Context: an optimization exercise on an open-source flow, tuned for small area, a short achievable clock period and few clock cycles per item. The choices shown serve that exercise and are no tape-out recipe. In this exercise RTL edits were held to simulation tests only and were not proved equivalent to the original.

==> run a: inputs <==
==> flow/design.v (excerpt) <==
module aes_dec_top (
    input  logic        clk,
    input  logic        rst_n,
    input  logic        avs_read_i,
    input  logic        avs_write_i,
    input  logic [3:0]  avs_address_i,
    input  logic [31:0] avs_writedata_i,
    output logic [31:0] avs_readdata_o,
    output logic        avs_waitrequest_o
);
    logic         expand_start;
    logic         key_write;
    logic         decrypt_start;
    logic         decrypt_busy;
    logic         key_ready;
    logic         last_round;
    logic [127:0] cipher_key;
    logic [127:0] ciphertext;
    logic [127:0] plaintext;
    logic [127:0] whiten_key;
    logic [127:0] round_key;
    aes_dec_regs i_aes_dec_regs (
        .clk               (clk),
        .avs_read_i        (avs_read_i),
        .avs_write_i       (avs_write_i),
        .avs_address_i     (avs_address_i),
        .avs_writedata_i   (avs_writedata_i),
        .decrypt_busy_i    (decrypt_busy),
        .key_ready_i       (key_ready),
        .plaintext_i       (plaintext),
        .avs_readdata_o    (avs_readdata_o),
        .avs_waitrequest_o (avs_waitrequest_o),
        .expand_start_o    (expand_start),
        .key_write_o       (key_write),
        .decrypt_start_o   (decrypt_start),
        .cipher_key_o      (cipher_key),
        .ciphertext_o      (ciphertext)
    );
    aes_key_expand i_aes_key_expand (
        .clk             (clk),
        .rst_n           (rst_n),
        .expand_start_i  (expand_start),
        .decrypt_start_i (decrypt_start),
        .decrypt_busy_i  (decrypt_busy),
        .key_write_i     (key_write),
        .cipher_key_i    (cipher_key),
  ...
==> module aes_key_expand, before the edit <==
module aes_key_expand (
    input  logic         clk,
    input  logic         rst_n,
    input  logic         expand_start_i,
    input  logic         decrypt_start_i,
    input  logic         decrypt_busy_i,
    input  logic         key_write_i,
    input  logic [127:0] cipher_key_i,
    output logic         key_ready_o,
    output logic         last_round_o,
    output logic [127:0] whiten_key_o,
    output logic [127:0] round_key_o
);
    function automatic logic [7:0] get_byte(input logic [127:0] b, input integer n);
        get_byte = b[8*(15-n) +: 8];
    endfunction
    function automatic logic [31:0] get_word(input logic [127:0] b, input integer k);
        get_word = {get_byte(b, k + 12), get_byte(b, k + 8), get_byte(b, k + 4), get_byte(b, k)};
    endfunction
    function automatic logic [7:0] rcon(input logic [3:0] i);
        case (i)
            4'd1:    rcon = 8'h01;
            4'd2:    rcon = 8'h02;
            4'd3:    rcon = 8'h04;
            4'd4:    rcon = 8'h08;
            4'd5:    rcon = 8'h10;
            4'd6:    rcon = 8'h20;
            4'd7:    rcon = 8'h40;
            4'd8:    rcon = 8'h80;
            4'd9:    rcon = 8'h1b;
            4'd10:   rcon = 8'h36;
            default: rcon = 8'h00;
        endcase
    endfunction
    localparam logic [3:0] LAST_IDX = 4'(10);
    logic [127:0] rk_q;      
    logic [3:0]   idx_q;
    logic         clean_q;   
    logic         walk;      
    logic         last;      
    logic         fast;      
    logic         fwd;       
    logic         fwd_q;     
    logic         fast_q;    
    logic         step_back;
    logic         busy_d;
    logic [3:0]   idx_d;
    logic         clean_d;
    logic [31:0]  k0, k1, k2, k3p;
    logic [31:0]  sub_in;
    logic [31:0]  sub;
    logic [31:0]  t;
    logic [127:0] nxt_key;
    assign {k0, k1, k2, k3p} = rk_q;
    assign walk      = !decrypt_busy_i && (idx_q != LAST_IDX);
    assign last      = decrypt_busy_i && (idx_q == 4'd1);
    assign fast      = last && clean_q;
    assign fwd       = walk || fast;
    assign step_back = decrypt_start_i || (decrypt_busy_i && idx_q != 4'd1);
    assign sub_in = fwd_q ? (k2 ^ k3p) : k3p;
    for (genvar i = 0; i < 4; i++) begin : g_sbox
        aes_sbox u_sbox (.x(sub_in[8*((i+3)%4) +: 8]), .y(sub[8*i +: 8]));
    end
    assign t = k0 ^ sub ^ {rcon(fwd_q ? idx_q + 4'd1 : idx_q), 24'h000000};
    assign nxt_key = {t,
                      k1 ^ (fwd ? t : k0),
                      k1 ^ k2 ^ (fwd ? t : 32'h0),
                      k2 ^ k3p ^ (fwd ? 32'h0 : k1)};
    always_comb begin
        if (expand_start_i) begin
            idx_d = 4'd0;
        end else if (step_back) begin
            idx_d = idx_q - 4'd1;
        end else if (fwd) begin
            idx_d = idx_q + 4'd1;
        end else begin
            idx_d = idx_q;
        end
    end
    assign clean_d = expand_start_i || (clean_q && !key_write_i);
    assign busy_d = decrypt_start_i || (decrypt_busy_i && !last);
    always_ff @(posedge clk) begin
        if (!rst_n) begin
            idx_q   <= LAST_IDX;
            clean_q <= 1'b0;
            fwd_q   <= 1'b0;
            fast_q  <= 1'b0;
        end else begin
            idx_q   <= idx_d;
            clean_q <= clean_d;
            fwd_q   <= (!busy_d && idx_d != LAST_IDX) || (busy_d && idx_d == 4'd1 && clean_d);
            fast_q  <= busy_d && idx_d == 4'd1 && clean_d;
        end
    end
    always_ff @(posedge clk) begin
        if (expand_start_i) begin
            rk_q <= {cipher_key_i[127:32], cipher_key_i[63:32] ^ cipher_key_i[31:0]};
        end else if (step_back || fwd) begin
            rk_q <= nxt_key;
        end
    end
    assign key_ready_o  = (idx_q == LAST_IDX) && !decrypt_busy_i;
    assign last_round_o = (idx_q == 4'd1);
    assign whiten_key_o = {k0, k1, k2, k2 ^ k3p};
    assign round_key_o  = {fast_q ? cipher_key_i[127:96] : t, k0 ^ k1, k1 ^ k2, k3p};
endmodule
export LEC_CHECK = 0
export CAP_MARGIN = 20
export CORE_MARGIN = 2
export CORE_UTILIZATION = 30
export CTS_BUF_LIST = sky130_fd_sc_hd__clkbuf_8
export CTS_CLUSTER_SIZE = 30
export SETUP_SLACK_MARGIN = 1.7
export SLEW_MARGIN = 20
export SYNTH_HIERARCHICAL = 1
create_clock -name core_clock -period 9.0 [get_ports {clk}]
run.sh (not shown) runs the stock make flow with config.mk's settings and CLKGATE_MAP_FILE= SYNTH_SCRIPT=/design/flow/synth_recipe.tcl, a recipe that flattens the netlist after the stock synthesis.
==> run b (differences from run a) <==
--- a/flow/design.v
+++ b/flow/design.v
@@ -137,74 +137,76 @@
     localparam logic [3:0] LAST_IDX = 4'(10);
     logic [127:0] rk_q;      
     logic [3:0]   idx_q;
+    logic [31:0]  sub_q;     
     logic         clean_q;   
     logic         walk;      
     logic         last;      
     logic         fast;      
     logic         fwd;       
-    logic         fwd_q;     
-    logic         fast_q;    
     logic         step_back;
-    logic         busy_d;
-    logic [3:0]   idx_d;
-    logic         clean_d;
-    logic [31:0]  k0, k1, k2, k3p;
-    logic [31:0]  sub_in;
+    logic [31:0]  k0, k1, k2, k3;
     logic [31:0]  sub;
-    logic [31:0]  t;
-    logic [127:0] nxt_key;
-    assign {k0, k1, k2, k3p} = rk_q;
+    logic [31:0]  w0;
+    logic [127:0] fwd_key;
+    logic [127:0] bwd_key;
+    assign {k0, k1, k2, k3} = rk_q;
     assign walk      = !decrypt_busy_i && (idx_q != LAST_IDX);
     assign last      = decrypt_busy_i && (idx_q == 4'd1);
     assign fast      = last && clean_q;
     assign fwd       = walk || fast;
     assign step_back = decrypt_start_i || (decrypt_busy_i && idx_q != 4'd1);
-    assign sub_in = fwd_q ? (k2 ^ k3p) : k3p;
     for (genvar i = 0; i < 4; i++) begin : g_sbox
-        aes_sbox u_sbox (.x(sub_in[8*((i+3)%4) +: 8]), .y(sub[8*i +: 8]));
+        aes_sbox u_sbox (.x(sub_q[8*((i+3)%4) +: 8]), .y(sub[8*i +: 8]));
     end
-    assign t = k0 ^ sub ^ {rcon(fwd_q ? idx_q + 4'd1 : idx_q), 24'h000000};
-    assign nxt_key = {t,
-                      k1 ^ (fwd ? t : k0),
-                      k1 ^ k2 ^ (fwd ? t : 32'h0),
-                      k2 ^ k3p ^ (fwd ? 32'h0 : k1)};
-    always_comb begin
-        if (expand_start_i) begin
-            idx_d = 4'd0;
+    assign w0      = k0 ^ sub ^ {rcon(fwd ? idx_q + 4'd1 : idx_q), 24'h000000};
+    assign fwd_key = {w0, k1 ^ w0, k2 ^ k1 ^ w0, k3 ^ k2 ^ k1 ^ w0};
+    assign bwd_key = {w0, k0 ^ k1, k1 ^ k2, k2 ^ k3};
+    always_ff @(posedge clk) begin
+        if (!rst_n) begin
+            idx_q <= LAST_IDX;
+        end else if (expand_start_i) begin
+            idx_q <= 4'd0;
         end else if (step_back) begin
-            idx_d = idx_q - 4'd1;
+            idx_q <= idx_q - 4'd1;
         end else if (fwd) begin
-            idx_d = idx_q + 4'd1;
-        end else begin
-            idx_d = idx_q;
+            idx_q <= idx_q + 4'd1;
         end
     end
-    assign clean_d = expand_start_i || (clean_q && !key_write_i);
-    assign busy_d = decrypt_start_i || (decrypt_busy_i && !last);
     always_ff @(posedge clk) begin
         if (!rst_n) begin
-            idx_q   <= LAST_IDX;
             clean_q <= 1'b0;
-            fwd_q   <= 1'b0;
-            fast_q  <= 1'b0;
-        end else begin
-            idx_q   <= idx_d;
-            clean_q <= clean_d;
-            fwd_q   <= (!busy_d && idx_d != LAST_IDX) || (busy_d && idx_d == 4'd1 && clean_d);
-            fast_q  <= busy_d && idx_d == 4'd1 && clean_d;
+        end else if (expand_start_i) begin
+            clean_q <= 1'b1;
+        end else if (key_write_i) begin
+            clean_q <= 1'b0;
         end
     end
     always_ff @(posedge clk) begin
         if (expand_start_i) begin
-            rk_q <= {cipher_key_i[127:32], cipher_key_i[63:32] ^ cipher_key_i[31:0]};
-        end else if (step_back || fwd) begin
-            rk_q <= nxt_key;
+            rk_q  <= cipher_key_i;
+            sub_q <= cipher_key_i[31:0];
+        end else if (step_back) begin
+            rk_q  <= bwd_key;
+            if (idx_q == 4'd2 && clean_q) begin
+                sub_q <= k3 ^ k2;              
+            end else begin
+                sub_q <= k3 ^ k1;              
+            end
+        end else if (last && !clean_q) begin
+            sub_q <= k3;                       
+        end else if (fwd) begin
+            rk_q  <= fwd_key;
+            if (idx_q == LAST_IDX - 4'd1) begin
+                sub_q <= k3;                   
+            end else begin
+                sub_q <= fwd_key[31:0];
+            end
         end
     end
     assign key_ready_o  = (idx_q == LAST_IDX) && !decrypt_busy_i;
     assign last_round_o = (idx_q == 4'd1);
-    assign whiten_key_o = {k0, k1, k2, k2 ^ k3p};
-    assign round_key_o  = {fast_q ? cipher_key_i[127:96] : t, k0 ^ k1, k1 ^ k2, k3p};
+    assign whiten_key_o = rk_q;
+    assign round_key_o  = {fast ? cipher_key_i[127:96] : w0, bwd_key[95:0]};
 endmodule
 `timescale 1ns/1ps
 module aes_dec_core (
--- a/flow/config.mk
+++ b/flow/config.mk
@@ -8,8 +8,7 @@
 export CAP_MARGIN = 20
 export CORE_MARGIN = 2
 export CORE_UTILIZATION = 30
-export CTS_BUF_LIST = sky130_fd_sc_hd__clkbuf_8
-export CTS_CLUSTER_SIZE = 30
-export SETUP_SLACK_MARGIN = 1.7
+export PLACE_DENSITY = 0.9
+export SETUP_SLACK_MARGIN = 1.4
 export SLEW_MARGIN = 20
 export SYNTH_HIERARCHICAL = 1
==> comparison table <==
	run a	run b
Status	finished clean	finished clean
Fraction of standard cell area in multi-input logic	0.636	0.625
Fin crit share	0.792	0.810
Syn avg cell area	9.63 um2	9.51 um2
Reg2reg start	i_aes_dec_core.state_q[29]	i_aes_dec_core.state_q[110]
Nonclk buf count	214	125
Number of post-CTS setup repair buffers	6	0
Routed length on met3	12.0 mm	21.3 mm
Initial antenna violation count	15	23
Cell chosen for the clock root	clkbuf_8	clkbuf_16
Share of Yosys cell area claimed by the top area cell type	0.402	0.372
Adder and majority cell fraction of the synthesized area	0.00187	0.000886
Post-Syn Instances	5,557	5,936
Chip Width	426 um	438 um
Area Growth Syn to Fin	13.6%	8.73%
Min-Delay Startpoint	i_aes_dec_regs.key_q[80]	i_aes_dec_regs.key_q[94]
Total number of placement rows	155	159
Fraction of area in clock buffers and inverters	0.0287	0.0357
Post-Route M1 WL	76.0 mm	62.8 mm
Resize count post-CTS	150	16
First-pass DRT Iterations	5	6
Testbench counts of run a, summed over its fixed seeds: cycles 18,222, blocks 895.
Testbench counts of run b, summed over its fixed seeds: cycles 18,222, blocks 895.

[re-timing with driven ports]
No port has a modelled driver above. Below, the same layouts with a new extraction and two added sets of constraints. Step 1: set_driving_cell puts a clkbuf_16 on clk and a buf_2 on each other input, an assumption about the parent block. Step 2 adds t to the input delays and takes it off the output delays; t is the mean of the earliest and latest rising clock arrival at the registers after step 1. Input paths then give back, and output paths get back, about the clock's delay inside the block. Slacks: ideal ports / drivers / drivers and shift; pairs: ideal ports / drivers.
| run | shift t [ns] | setup slack, ns | slew at the worst register clock pin (ns) | pins driven straight from the clock port |
|---|---|---|---|---|
| run a | 0.844 | 1.870 / 1.870 / 1.870 | 0.07 / 0.07 | 1 |
| run b | 0.687 | 1.707 / 1.707 / 1.707 | 0.07 / 0.07 | 1 |
After both steps setup and hold are still met in every run listed.
